This design comes from an exercise in tuning for small area and a short achievable clock period on the open sky130 flow, not from production work. Function was checked by simulation only, so behaviour that the tests miss may differ from the original. Power and IR drop assume default switching activity.

==> flow/design.v, too long to show whole: its modules and the start of the top module <==
// module priority_scan_encoder: 1159 lines
module priority_scan_encoder #(
    parameter int WIDTH     = 256,
    parameter int IDXW      = $clog2(WIDTH),
    parameter bit MSB_FIRST = 1'b1
) (
    input  logic              clk,
    input  logic              rst_n,
    input  logic              in_valid,
    output logic              in_ready,
    input  logic [WIDTH-1:0]  in_vec,
    input  logic              abort,
    output logic              out_valid,
    input  logic              out_ready,
    output logic [IDXW-1:0]   out_index,
    output logic              out_last,
    output logic [IDXW:0]     out_remaining,
    output logic              zero_pulse
);
  // ...
==> flow/flow/run.sh <==
#!/bin/bash
# The standard layout, with one change: no full/half adder cells are
# extracted in synthesis (ADDER_MAP_FILE empty), so abc maps the popcount
# tree to plain gates, which are faster than the library's adder cells.
# The synthesis script itself (standard.sh synth) is otherwise unchanged.
set -euo pipefail
export ADDER_MAP_FILE=
bash standard.sh > standard_flow.log 2>&1
==> flow/standard.sh <==
#!/bin/bash
# synth_recipe.tcl (not shown) runs the flow's synth.tcl, then flattens the netlist and writes it again
# the make line also repeats each setting of config.mk as NAME=value (left out here)
make -C /OpenROAD-flow-scripts/flow DESIGN_CONFIG=/design/flow/config.mk WORK_HOME=/design/flow/orfs CLKGATE_MAP_FILE= SYNTH_SCRIPT=/design/flow/synth_recipe.tcl "${@:-finish}"
==> flow/config.mk <==
export PLATFORM = sky130hd
export DESIGN_NAME = priority_scan_encoder
export DESIGN_NICKNAME = priority_scan_encoder
export VERILOG_FILES = /design/flow/design.v
export SDC_FILE = /design/flow/constraint.sdc
export NUM_CORES = 4
export LEC_CHECK = 0
export CAP_MARGIN = 20
export CORE_MARGIN = 2
export CORE_UTILIZATION = 35
export SETUP_SLACK_MARGIN = 4.7
export SLEW_MARGIN = 20
export TNS_END_PERCENT = 100
==> flow/constraint.sdc <==
create_clock -name core_clock -period 10.0 [get_ports {clk}]
set_input_delay 2.0000 -clock core_clock [delete_from_list [all_inputs] [get_ports {clk}]]
set_output_delay 2.0000 -clock core_clock [all_outputs]
set_load 0.01 [all_outputs]
==> run summary, run 1 <==
- Mapped Cells: ~2,700
- Inverters: 94
- Clock Path Buffers: 3
- Largest register FFs: 256
- Global route overflow: 0
- Reg with most FFs: pend
- DRT antenna net count: 0
- Share of layout cells above drive strength 1: 17.1%
- Final Cycle Share: 58.1%
- DP Area: roughly 30,000 µm²
- Post-route DRC: 0
- Seq/Total Area, Yosys: 36.2%
- Comb pwr share: 63.2%
- Rel. slew slack: 22.1%
- Clk_skew: 0.0348 ns
- Number of synthesized flops with an enable pin: 276
- Syn Std Cell Area: between 20,000 and 30,000 µm²
- Post_cts resized: roughly 300
- GR peak layer: met2
- CP endpoint kind: primary output
- Initial Utilization: about 35%
- Non-clock buffer share: 12.7%
- Register area: 9460 µm²
- RR Startpoint: k_lt[2]
- Sequential cell count: 329
- Total track usage: 31.8%
- ClkCell Share: between 4 and 5%
- Simple-gate share of the synthesized area: between 10% and 20%
- Net Sw Frac: 41.2%
- Met2 usage: between 40% and 50%
- List of most frequent post-synthesis cells: 282 x xnor2_1, 276 x edfxtp_1, 223 x maj3_1, 200 x xor2_1, 188 x o21ai_0
- Run status: no timing/DRC/antenna violations
- Placer Congestion: roughly 0.99
- P_clk: 1.64 mW
- TritonCTS buffer count: 42
- Post-route setup TNS: 0 ns
- Yosys top cell area share: 32.0%
- Met1 WL: 51.3 mm
- Max-slew violation count: 0
- Peak VDD IR: roughly 530 µV
- Mux contribution to synthesized area: 0.0387%
- Cell depth of the worst setup path: 15
==> run 2: changes to the inputs <==
--- a/flow/design.v
+++ b/flow/design.v
@@ -11,17 +11,17 @@
     input  logic              abort,
     output logic              out_valid,
     input  logic              out_ready,
     output logic [IDXW-1:0]   out_index,
     output logic              out_last,
     output logic [IDXW:0]     out_remaining,
     output logic              zero_pulse
 );
-    localparam int NCUT = 23;
+    localparam int NCUT = 20;
     logic             alive;       
     logic             busy;        
     logic             zp;          
     logic [WIDTH-1:0] pend;        
     logic [NCUT-1:0]  cq;          
     logic ps_1;
     logic ps_2;
     logic ps_3;
@@ -489,16 +489,20 @@
     logic ps_465;
     logic ps_466;
     logic ps_467;
     logic ps_468;
     logic ps_469;
     logic ps_470;
     logic ps_471;
     logic ps_472;
+    logic ps_473;
+    logic ps_474;
+    logic ps_475;
+    logic ps_476;
     assign ps_1 = in_vec[0] ^ in_vec[100] ^ in_vec[101];
     assign ps_2 = (in_vec[0] & in_vec[100]) | (in_vec[0] & in_vec[101]) | (in_vec[100] & in_vec[101]);
     assign ps_3 = in_vec[102] ^ in_vec[103] ^ in_vec[104];
     assign ps_4 = (in_vec[102] & in_vec[103]) | (in_vec[102] & in_vec[104]) | (in_vec[103] & in_vec[104]);
     assign ps_5 = in_vec[105] ^ in_vec[106] ^ in_vec[107];
     assign ps_6 = (in_vec[105] & in_vec[106]) | (in_vec[105] & in_vec[107]) | (in_vec[106] & in_vec[107]);
     assign ps_7 = in_vec[108] ^ in_vec[109] ^ in_vec[10];
     assign ps_8 = (in_vec[108] & in_vec[109]) | (in_vec[108] & in_vec[10]) | (in_vec[109] & in_vec[10]);
@@ -961,40 +965,41 @@
     assign ps_465 = ps_442 ^ ps_444 ^ ps_446;
     assign ps_466 = (ps_442 & ps_444) | (ps_442 & ps_446) | (ps_444 & ps_446);
     assign ps_467 = ps_448 ^ ps_450 ^ ps_452;
     assign ps_468 = (ps_448 & ps_450) | (ps_448 & ps_452) | (ps_450 & ps_452);
     assign ps_469 = ps_465 ^ ps_454 ^ ps_456;
     assign ps_470 = (ps_465 & ps_454) | (ps_465 & ps_456) | (ps_454 & ps_456);
     assign ps_471 = ps_458 ^ ps_460 ^ ps_467;
     assign ps_472 = (ps_458 & ps_460) | (ps_458 & ps_467) | (ps_460 & ps_467);
+    assign ps_473 = ps_462 ^ ps_464 ^ ps_469;
+    assign ps_474 = (ps_462 & ps_464) | (ps_462 & ps_469) | (ps_464 & ps_469);
+    assign ps_475 = ps_466 ^ ps_468 ^ ps_470;
+    assign ps_476 = (ps_466 & ps_468) | (ps_466 & ps_470) | (ps_468 & ps_470);
     logic [NCUT-1:0] cd;    
     assign cd[0] = ps_251;    
     assign cd[1] = ps_253;    
     assign cd[2] = ps_379;    
     assign cd[3] = ps_380;    
     assign cd[4] = ps_437;    
     assign cd[5] = ps_439;    
     assign cd[6] = ps_457;    
     assign cd[7] = ps_459;    
     assign cd[8] = ps_438;    
     assign cd[9] = ps_440;    
     assign cd[10] = ps_461;    
     assign cd[11] = ps_463;    
-    assign cd[12] = ps_462;    
-    assign cd[13] = ps_464;    
-    assign cd[14] = ps_469;    
-    assign cd[15] = ps_471;    
-    assign cd[16] = ps_466;    
-    assign cd[17] = ps_468;    
-    assign cd[18] = ps_470;    
-    assign cd[19] = ps_472;    
-    assign cd[20] = 1'b0;    
-    assign cd[21] = 1'b0;    
-    assign cd[22] = 1'b0;    
+    assign cd[12] = ps_471;    
+    assign cd[13] = ps_473;    
+    assign cd[14] = ps_472;    
+    assign cd[15] = ps_474;    
+    assign cd[16] = ps_475;    
+    assign cd[17] = ps_476;    
+    assign cd[18] = 1'b0;    
+    assign cd[19] = 1'b0;    
     logic qs_1;
     logic qs_2;
     logic qs_3;
     logic qs_4;
     logic qs_5;
     logic qs_6;
     logic qs_7;
     logic qs_8;
@@ -1003,45 +1008,37 @@
     logic qs_11;
     logic qs_12;
     logic qs_13;
     logic qs_14;
     logic qs_15;
     logic qs_16;
     logic qs_17;
     logic qs_18;
-    logic qs_19;
-    logic qs_20;
-    logic qs_21;
-    logic qs_22;
-    assign qs_1 = cq[3] ^ cq[4] ^ cq[5];
-    assign qs_2 = (cq[3] & cq[4]) | (cq[3] & cq[5]) | (cq[4] & cq[5]);
-    assign qs_3 = cq[10] ^ cq[11] ^ cq[6];
-    assign qs_4 = (cq[10] & cq[11]) | (cq[10] & cq[6]) | (cq[11] & cq[6]);
-    assign qs_5 = cq[7] ^ cq[8] ^ cq[9];
-    assign qs_6 = (cq[7] & cq[8]) | (cq[7] & cq[9]) | (cq[8] & cq[9]);
-    assign qs_7 = qs_2 ^ qs_3 ^ qs_5;
-    assign qs_8 = (qs_2 & qs_3) | (qs_2 & qs_5) | (qs_3 & qs_5);
-    assign qs_9 = cq[12] ^ cq[13] ^ cq[14];
-    assign qs_10 = (cq[12] & cq[13]) | (cq[12] & cq[14]) | (cq[13] & cq[14]);
-    assign qs_11 = cq[15] ^ qs_4 ^ qs_6;
-    assign qs_12 = (cq[15] & qs_4) | (cq[15] & qs_6) | (qs_4 & qs_6);
-    assign qs_13 = qs_9 ^ qs_11 ^ qs_8;
-    assign qs_14 = (qs_9 & qs_11) | (qs_9 & qs_8) | (qs_11 & qs_8);
-    assign qs_15 = cq[16] ^ cq[17] ^ cq[18];
-    assign qs_16 = (cq[16] & cq[17]) | (cq[16] & cq[18]) | (cq[17] & cq[18]);
-    assign qs_17 = cq[19] ^ qs_10 ^ qs_15;
-    assign qs_18 = (cq[19] & qs_10) | (cq[19] & qs_15) | (qs_10 & qs_15);
-    assign qs_19 = qs_12 ^ qs_17 ^ qs_14;
-    assign qs_20 = (qs_12 & qs_17) | (qs_12 & qs_14) | (qs_17 & qs_14);
-    assign qs_21 = cq[20] ^ qs_16 ^ qs_18;
-    assign qs_22 = (cq[20] & qs_16) | (cq[20] & qs_18) | (qs_16 & qs_18);
+    assign qs_1 = cq[10] ^ cq[11] ^ cq[6];
+    assign qs_2 = (cq[10] & cq[11]) | (cq[10] & cq[6]) | (cq[11] & cq[6]);
+    assign qs_3 = cq[7] ^ cq[8];
+    assign qs_4 = cq[7] & cq[8];
+    assign qs_5 = cq[12] ^ cq[13];
+    assign qs_6 = cq[12] & cq[13];
+    assign qs_7 = cq[14] ^ cq[15];
+    assign qs_8 = cq[14] & cq[15];
+    assign qs_9 = cq[3] ^ cq[4];
+    assign qs_10 = cq[3] & cq[4];
+    assign qs_11 = cq[9] ^ qs_3 ^ qs_1;
+    assign qs_12 = (cq[9] & qs_3) | (cq[9] & qs_1) | (qs_3 & qs_1);
+    assign qs_13 = qs_4 ^ qs_5 ^ qs_2;
+    assign qs_14 = (qs_4 & qs_5) | (qs_4 & qs_2) | (qs_5 & qs_2);
+    assign qs_15 = cq[16] ^ qs_6 ^ qs_7;
+    assign qs_16 = (cq[16] & qs_6) | (cq[16] & qs_7) | (qs_6 & qs_7);
+    assign qs_17 = cq[17] ^ qs_8;
+    assign qs_18 = cq[17] & qs_8;
     logic [IDXW:0] sum_a, sum_b, total, total_m1;
-    assign sum_a = {cq[22], cq[21], qs_21, qs_19, qs_13, qs_7, qs_1, cq[2], cq[0]};
-    assign sum_b = {1'b0, qs_22, qs_20, 1'b0, 1'b0, 1'b0, 1'b0, 1'b0, cq[1]};
+    assign sum_a = {cq[19], qs_18, qs_16, qs_14, qs_12, qs_10, qs_9, cq[2], cq[0]};
+    assign sum_b = {1'b0, cq[18], qs_17, qs_15, qs_13, qs_11, cq[5], 1'b0, cq[1]};
     logic [IDXW:0] g0, p0;
     assign g0 = sum_a & sum_b;
     assign p0 = sum_a ^ sum_b;
     logic [IDXW:0] gk [0:4];
     logic [IDXW:0] pk [0:4];
     always_comb begin
         gk[0] = g0;
         pk[0] = p0;
@@ -1059,43 +1056,71 @@
     end
     assign total    = p0 ^ {gk[4][IDXW-1:0], 1'b0};
     assign total_m1 = total - 1'b1;
     localparam logic [IDXW:0] ONE = (IDXW+1)'(1);
     logic last;
     assign last = ((sum_a ^ sum_b ^ ONE) ==
                    {((sum_a[IDXW-1:0] & sum_b[IDXW-1:0]) |
                      ((sum_a[IDXW-1:0] | sum_b[IDXW-1:0]) & ~ONE[IDXW-1:0])), 1'b0});
-    logic [15:0] g_lt, g_eq, k_lt;
-    logic [WIDTH-1:0] cand;
-    logic [15:0]      g_any;
-    logic [3:0]       g_idx [0:15];
-    always_comb begin
+    function automatic logic [4:0] pe16(input logic [15:0] v);
+        logic [7:0] a1; logic       i1 [0:7];
+        logic [3:0] a2; logic [1:0] i2 [0:3];
+        logic [1:0] a3; logic [2:0] i3 [0:1];
+        for (int i = 0; i < 8; i++) begin
+            a1[i] = v[2*i+1] | v[2*i];
+            i1[i] = v[2*i+1];
+        end
+        for (int i = 0; i < 4; i++) begin
+            a2[i] = a1[2*i+1] | a1[2*i];
+            i2[i] = a1[2*i+1] ? {1'b1, i1[2*i+1]} : {1'b0, i1[2*i]};
+        end
+        for (int i = 0; i < 2; i++) begin
+            a3[i] = a2[2*i+1] | a2[2*i];
+            i3[i] = a2[2*i+1] ? {1'b1, i2[2*i+1]} : {1'b0, i2[2*i]};
+        end
+        pe16 = {a3[1] | a3[0], a3[1] ? {1'b1, i3[1]} : {1'b0, i3[0]}};
+    endfunction
+    function automatic logic [IDXW-1:0] pe256(input logic [WIDTH-1:0] v);
+        logic [15:0] any;
+        logic [3:0]  idx [0:15];
+        logic [4:0]  r, t;
         for (int g = 0; g < 16; g++) begin
-            for (int k = 0; k < 16; k++)
-                cand[16*g+k] = pend[16*g+k] && (g_lt[g] || (g_eq[g] && k_lt[k]));
-            g_any[g] = |cand[16*g +: 16];
-            g_idx[g] = '0;
-            for (int k = 0; k < 16; k++) if (cand[16*g+k]) g_idx[g] = 4'(k);
+            r = pe16(v[16*g +: 16]);
+            any[g] = r[4];
+            idx[g] = r[3:0];
         end
-    end
-    logic [15:0] g_win;
-    logic [3:0]  win_hi, win_lo;
+        t = pe16(any);
+        pe256 = {t[3:0], idx[t[3:0]]};
+    endfunction
+    logic [IDXW-1:0] idx_q;       
+    logic [15:0]     g_any;       
+    logic [3:0]      g_idx [0:15];
     always_comb begin
-        win_hi = '0;
-        win_lo = '0;
         for (int g = 0; g < 16; g++) begin
-            g_win[g] = g_any[g];
-            for (int h = g + 1; h < 16; h++) if (g_any[h]) g_win[g] = 1'b0;
-            if (g_any[g]) win_hi = 4'(g);
-            win_lo = win_lo | (g_idx[g] & {4{g_win[g]}});
+            logic [4:0] r;
+            r = pe16(pend[16*g +: 16]);
+            g_any[g] = r[4];
+            g_idx[g] = r[3:0];
         end
     end
-    logic [IDXW-1:0] win;
-    assign win = {win_hi, win_lo};
+    logic [3:0]      c_hi, c_lo;
+    logic [15:0]     c_bits, g_lt;
+    logic [4:0]      c_pe, g_pe;
+    logic [IDXW-1:0] nxt;
+    always_comb begin
+        logic [15:0] grp;
+        {c_hi, c_lo} = idx_q;
+        grp = pend[16*c_hi +: 16];
+        for (int k = 0; k < 16; k++) c_bits[k] = grp[k] && (4'(k) < c_lo);
+        for (int g = 0; g < 16; g++) g_lt[g] = (4'(g) < c_hi);
+        c_pe = pe16(c_bits);
+        g_pe = pe16(g_any & g_lt);
+        nxt  = c_pe[4] ? {c_hi, c_pe[3:0]} : {g_pe[3:0], g_idx[g_pe[3:0]]};
+    end
     wire accept  = in_valid && alive && !busy && !abort;
     wire deliver = busy && out_ready && !abort;
     wire nonzero = |in_vec;
     always_ff @(posedge clk or negedge rst_n) begin
         if (!rst_n) begin
             alive <= 1'b0;
             busy  <= 1'b0;
             zp    <= 1'b0;
@@ -1105,55 +1130,47 @@
             if (accept)
                 busy <= nonzero;
             else if (busy && abort)
                 busy <= 1'b0;
             else if (deliver && last)
                 busy <= 1'b0;
         end
     end
+    logic [IDXW:0]   total_nxt;
+    assign total_nxt = deliver ? total_m1 : total;
     logic [NCUT-1:0] cq_nxt;
-    assign cq_nxt[0] = total_m1[0];
-    assign cq_nxt[1] = 1'b0;
-    assign cq_nxt[2] = total_m1[1];
-    assign cq_nxt[3] = total_m1[2];
-    assign cq_nxt[4] = 1'b0;
-    assign cq_nxt[5] = 1'b0;
-    assign cq_nxt[6] = total_m1[3];
-    assign cq_nxt[7] = 1'b0;
-    assign cq_nxt[8] = 1'b0;
-    assign cq_nxt[9] = 1'b0;
-    assign cq_nxt[10] = 1'b0;
-    assign cq_nxt[11] = 1'b0;
-    assign cq_nxt[12] = total_m1[4];
-    assign cq_nxt[13] = 1'b0;
-    assign cq_nxt[14] = 1'b0;
-    assign cq_nxt[15] = 1'b0;
-    assign cq_nxt[16] = total_m1[5];
-    assign cq_nxt[17] = 1'b0;
-    assign cq_nxt[18] = 1'b0;
-    assign cq_nxt[19] = 1'b0;
-    assign cq_nxt[20] = total_m1[6];
-    assign cq_nxt[21] = total_m1[7];
-    assign cq_nxt[22] = total_m1[8];
+    assign cq_nxt[0] = busy ? total_nxt[0] : cd[0];
+    assign cq_nxt[1] = !busy && cd[1];
+    assign cq_nxt[2] = busy ? total_nxt[1] : cd[2];
+    assign cq_nxt[3] = busy ? total_nxt[2] : cd[3];
+    assign cq_nxt[4] = !busy && cd[4];
+    assign cq_nxt[5] = !busy && cd[5];
+    assign cq_nxt[6] = busy ? total_nxt[3] : cd[6];
+    assign cq_nxt[7] = !busy && cd[7];
+    assign cq_nxt[8] = !busy && cd[8];
+    assign cq_nxt[9] = !busy && cd[9];
+    assign cq_nxt[10] = !busy && cd[10];
+    assign cq_nxt[11] = !busy && cd[11];
+    assign cq_nxt[12] = busy ? total_nxt[4] : cd[12];
+    assign cq_nxt[13] = !busy && cd[13];
+    assign cq_nxt[14] = busy ? total_nxt[5] : cd[14];
+    assign cq_nxt[15] = !busy && cd[15];
+    assign cq_nxt[16] = !busy && cd[16];
+    assign cq_nxt[17] = busy ? total_nxt[6] : cd[17];
+    assign cq_nxt[18] = busy ? total_nxt[7] : cd[18];
+    assign cq_nxt[19] = busy ? total_nxt[8] : cd[19];
+    always_ff @(posedge clk) cq <= cq_nxt;
     always_ff @(posedge clk) begin
         if (!busy) begin
             pend <= in_vec;
-            g_lt <= '1;
-            g_eq <= '0;
-            k_lt <= '1;
-            cq   <= cd;
+            idx_q <= pe256(in_vec);
         end else if (deliver) begin
-            for (int g = 0; g < 16; g++) begin
-                g_lt[g] <= (4'(g) < win_hi);
-                g_eq[g] <= (4'(g) == win_hi);
-                k_lt[g] <= (4'(g) < win_lo);
-            end
-            cq   <= cq_nxt;
+            idx_q <= nxt;
         end
     end
     assign in_ready      = alive && !busy;
     assign out_valid     = busy;
-    assign out_index     = win;
+    assign out_index     = idx_q;
     assign out_last      = busy && last;
     assign out_remaining = busy ? total : '0;
     assign zero_pulse    = zp;
 endmodule
==> flow/flow/run.sh (replaced) <==
#!/bin/bash
# The standard layout (standard.sh) with two changes:
#  * synthesis: yosys's synth runs with -noabc, so the early quick abc pass
#    does not restructure the popcount tree before full adders are extracted
#    (fewer inverters around the adder cells); everything else in the
#    synthesis script is unchanged, the final abc mapping included.
#  * port buffers are buf_2 cells (BUFFER_PORTS_ARGS) instead of the delay
#    cells the resizer picks by default.
set -euo pipefail
export SYNTH_ARGS=-noabc
export BUFFER_PORTS_ARGS="-inputs -outputs -buffer_cell sky130_fd_sc_hd__buf_2"
bash standard.sh > standard_flow.log 2>&1
==> run summary, run 2 <==
- CP required: 10.50 ns (was 8.00 ns)
- Synthesized flop and latch total: 286 (was 329)
- WL final: 114 mm (was 126 mm)
- Kind of cell adding the most delay to the critical path: adder cells (was simple AND/OR/NAND/NOR gates)
- Share of power burned in registers: 18.9% (was 20.2%)
- Seq/Total Area, Yosys: 36.2% (about the same)
- Syn Nets: 2,513 (was 2,978)
- Die height: 261 µm (was 276 µm)
- Setup violators final: 0 (unchanged)
- Share of layout cells above drive strength 1: 30.1% (was 17.1%)
- Post-synth ARST share: 1.05% (was 0.912%)
- PnR worst setup slack: 4.35 ns (was 4.19 ns)
- LEAKAGE: 10.5 nW (was 12.7 nW)
- Net Sw Frac: 43.6% (was 41.2%)
- Most common cell after layout, fill and taps aside: edfxtp_1 (unchanged)
- HPWL Detailed: 95.6 mm (was 94.4 mm)
- Io pins: 282 (unchanged)
- Pre-antenna DRT Iters: 6 (was 19)
- Crit path launch type: primary input (was flip-flop)
- Routed WL per cell: 36.0 µm (was 31.1 µm)
- Post-synthesis compound-gate area fraction: 13.0% (was 23.6%)
- Initial antenna violation count: 2 (was 10)
- Number of vias per cell: 6.25 (was 6.19)
- Die Wd: 261 µm (was 276 µm)
- Syn Std Cell Area: 23,100 µm² (was 25,900 µm²)
- Number of synthesized flops with an enable pin: 263 (was 276)
- Crit path largest cell delay: 0.68 ns (was 0.51 ns)
- Layout Cells excl Fill: 3,167 (was 4,055)
- Sw power: 4.03 mW (was 4.07 mW)
- Clock Path Buffers: 3 (unchanged)
- First-pass GRT wire length: 156 mm (was 172 mm)
- Fin util: 42.6% (was 46.2%)
- Root buf cell: clkbuf_16 (unchanged)
- CP Cell Sequence: buf_6 -> fa_2 -> fa_2 -> fa_2 -> fa_2 -> fa_2 -> fa_2 -> fa_2 -> fa_2 -> nor2b_1 (was buf_12 -> buf_12 -> a22o_1 -> a21oi_2 -> nand4_1 -> buf_4 -> nor4_4 -> nand3_2 -> or4b_4 -> a21oi_2 -> o21ai_2 -> a21oi_2 -> a211oi_4 -> inv_2 -> buf_6)
- Port-buffer cells: 281 (unchanged)
- Mapped Cells: 1,949 (was 2,717)
- Mux contribution to synthesized area: 7.69% (was 0.0387%)
- CTS tree: done (unchanged)
- RSZ-0062 raised after global routing: true (unchanged)
- Rel. slew slack: 11.5% (was 22.1%)
- Yosys warning count: 110 (was 4)
- Die area: 68,200 µm² (was 76,200 µm²)
- Global route overflow: 0 (unchanged)
- Final hold vios: 0 (unchanged)
- Run status: no timing/DRC/antenna violations (unchanged)
- Post-synthesis cell type count: 101 (was 91)
- Htree depth: 2 (unchanged)
- Clk_skew: 0.0208 ns (was 0.0348 ns)
- Max-slew violation count: 0 (unchanged)
- Main combinational cell family by area after synthesis: adder cells (was compound AO/OA/AOI/OAI gates)
- Post-route setup TNS: 0 ns (unchanged)
- Top-count cell post-synth: edfxtp_1 (was xnor2_1)
- CP Buf/Inv Count: 1 (was 5)
- Post-Synth XOR/XNOR Area: 0.719% (was 17.4%)
- TritonCTS buffer count: 37 (was 42)
- Dpl cells: 3,074 (was 3,867)
- Peak VDD IR: 401 µV (was 533 µV)
- # clock sinks: 286 (was 329)
- Crit Path Max Fanout: 3 (was 7)
- DR iter-0 viols: 2,395 (was 3,458)
- Largest net degree at the start of global routing: 101 (was 87)
- Worst Tran Pin Value: 1.31 ns (was 1.16 ns)
- Reg with most FFs: pend (unchanged)
- Largest register FFs: 255 (was 256)
- Final Cycle Share: 56.5% (was 58.1%)
- List of most frequent post-synthesis cells: 263 x edfxtp_1, 242 x fa_1, 177 x inv_1, 168 x nor2_1, 106 x a21oi_1 (was 282 x xnor2_1, 276 x edfxtp_1, 223 x maj3_1, 200 x xor2_1, 188 x o21ai_0)
- WP data arrival: 6.15 ns (was 3.81 ns)
- Rows: 94 (was 99)
- Clock power share: 15.3% (was 16.6%)
- Layout area overhead: 20.7% (was 30.3%)
- Area share of fa/ha/maj cells after synthesis: 24.2% (was 9.06%)
- Most frequent cells in the layout: 263 x edfxtp_1, 200 x buf_2, 176 x fa_2 (was 276 x edfxtp_1, 221 x xnor2_1, 192 x maj3_1)
- Clock Latency Late Sink: 0.57 ns (was 0.60 ns)
- Yosys top cell area share: 34.1% (was 32.0%)
- Cell taking the most area after synthesis: edfxtp_1 (unchanged)
- Placer Congestion: 1.06 (was 0.992)
- Simple-gate share of the synthesized area: 14.2% (was 10.4%)
- Vias in the first global route: 19,177 (was 23,453)
- Net count reported at finish: 2,836 (was 3,320)
- Critical path class: primary input to flip-flop (was flip-flop to primary output)
- Clock slew at reported path FFs: 0.06 ns (about the same)
- HP Class: flip-flop to flip-flop (unchanged)
- Total track usage: 33.3% (was 31.8%)
- Comb pwr share: 65.8% (was 63.2%)
- Post-route DRC: 0 (unchanged)
- Max Clk Rate: 177 MHz (was 172 MHz)
- Power per cell area: 331 nW/µm² (was 293 nW/µm²)
- Post-place setup slack: 3.56 ns (was 3.35 ns)
- Via count: 19,781 (was 25,109)
- Fin crit period: 5.65 ns (was 5.81 ns)
- CP endpoint kind: flip-flop (was primary output)
- Top cells by area, synth: edfxtp_1 34%, fa_1 21%, mux4_2 6.3% (was edfxtp_1 32%, xnor2_1 9.5%, maj3_1 8.6%)
- Power Internal: 5.21 mW (was 5.80 mW)
- Worst path slowest cell: fa_2 (was or4b_4)
- Initial Utilization: 35.3% (was 35.4%)
- Min Hold Slack: 0.737 ns (was 0.553 ns)
- Core area: 65,600 µm² (was 73,100 µm²)
- Ys flop type: edfxtp_1 (unchanged)
- Mean Syn Cell Area: 11.9 µm² (was 9.53 µm²)
- Max-Cap Viols: 0 (unchanged)
- Largest regs: pend: 255 flops, cq: 20 flops, idx_q: 8 flops (was pend: 256 flops, cq: 23 flops)
- Most frequent CP cell: fa_2 (was a21oi_2)
- DRT antenna net count: 0 (unchanged)
run 2: final timing paths:
path / from / slack [ns] / endpoint / depth (start not counted)
min in group asynchronous: rst_n / 1.21 / alive / 1
max in group asynchronous: rst_n / 8.66 / busy / 1
max reg2reg: idx_q[7] / 5.07 / idx_q[3] / 10
min: cq[1] / 0.74 / cq[0] / 3
max: in_vec[116] / 4.35 / cq[13] / 10
min reg2reg: cq[1] / 0.74 / cq[0] / 3
run 2: tightest hold or removal path, delay by kind of cell (launching register included):
family                     cells  cell delay [ns]
DFF                            1             0.32
adders and majority gates      1             0.18
xor gates and xnor gates       1             0.13
AOI/OAI and AO/OA              1             0.06
run 2: area by class of cell:
class | instances | area (µm²)
flip-flops and latches | 286 | 8380
inverters | 178 | 681
well taps | 864 | 1080
multi-input cells | 1443 | 14400
fillers | 6207 | 37700
repair buffers | 326 | 2150
diodes | 4 | 10.0
clock inverters | 23 | 307
clock buffers | 43 | 948
run 2: power by group through the flow:
stage / Combinational (mW) / Clock (mW) / Sequential (mW)
2_1_floorplan: 3.16 / 0 / 1.65
3_3_place_gp: 5.55 / 0 / 1.76
5_1_grt: 6.35 / 1.47 / 1.75
3_5_place_dp: 5.53 / 0 / 1.76
4_1_cts: 5.91 / 1.44 / 1.74
6_report: 6.07 / 1.42 / 1.74
run 2: cell families after synthesis:
logic type / count (synthesis)
AOI/OAI and AO/OA: 425
xor gates and xnor gates: 19
adders and majority gates: 303
buffers and inverters: 220
DFF: 286
muxes: 96
other: 1
and+or+nand+nor: 599
run 2: routing by layer:
layer  track usage (%)  part of all wire [%]  up-vias
met2              54.5                    47     1263
met3              4.98                   8.1      252
li1                  -                     -     7991
met1              43.8                    39    10275
met4              14.9                   5.7        0
met5                 0                     0        -
run 2: stage by stage:
stage | total power, mW | cell area [µm²]
after floorplan | 4.81 | 23300
after global placement | 7.31 | 25800
after detailed placement | 7.29 | 25800
after CTS | 9.08 | 27500
after global routing | 9.57 | 27900
final | 9.24 | 27900
run 2: timing repair:
action | 4_1_cts | 5_1_grt
endpoints found under the hold margin | 0 | 0
resized for setup | 136 | 144
buffers inserted | 13 | 10
setup endpoints to repair | 23 | 20
pin swaps | 110 | 120
hold buffers | 0 | 0

-- what the ideal ports hide --
How much do the figures lean on ideal ports? The routed layouts below were timed once more, with nothing changed but the port constraints.
Step 1 (the two cells are an assumption about what drives the block):
set clk [get_ports {clk}]
set_driving_cell -lib_cell sky130_fd_sc_hd__clkbuf_16 $clk
set_driving_cell -lib_cell sky130_fd_sc_hd__buf_2 [delete_from_list [all_inputs] $clk]
Step 2 times the ports against the registers' clock, not the clock port: input delays grow and output delays shrink by t, the midpoint of the rising clock arrivals with the driver on.
Slacks: ideal / step 1 / step 2; pairs: ideal / step 1.
run	shift t [ns]	setup WS [ns]	worst slew at a driven data input, ns
run 1	0.652	4.192 / 4.119 / 4.149	0.06
run 2	0.619	4.349 / 4.368 / 3.749	0.07
After both steps setup and hold are still met in every run listed. For run 2, which loses most, drivers alone change the setup slack by +0.019 ns; drivers and shift together by -0.600 ns.
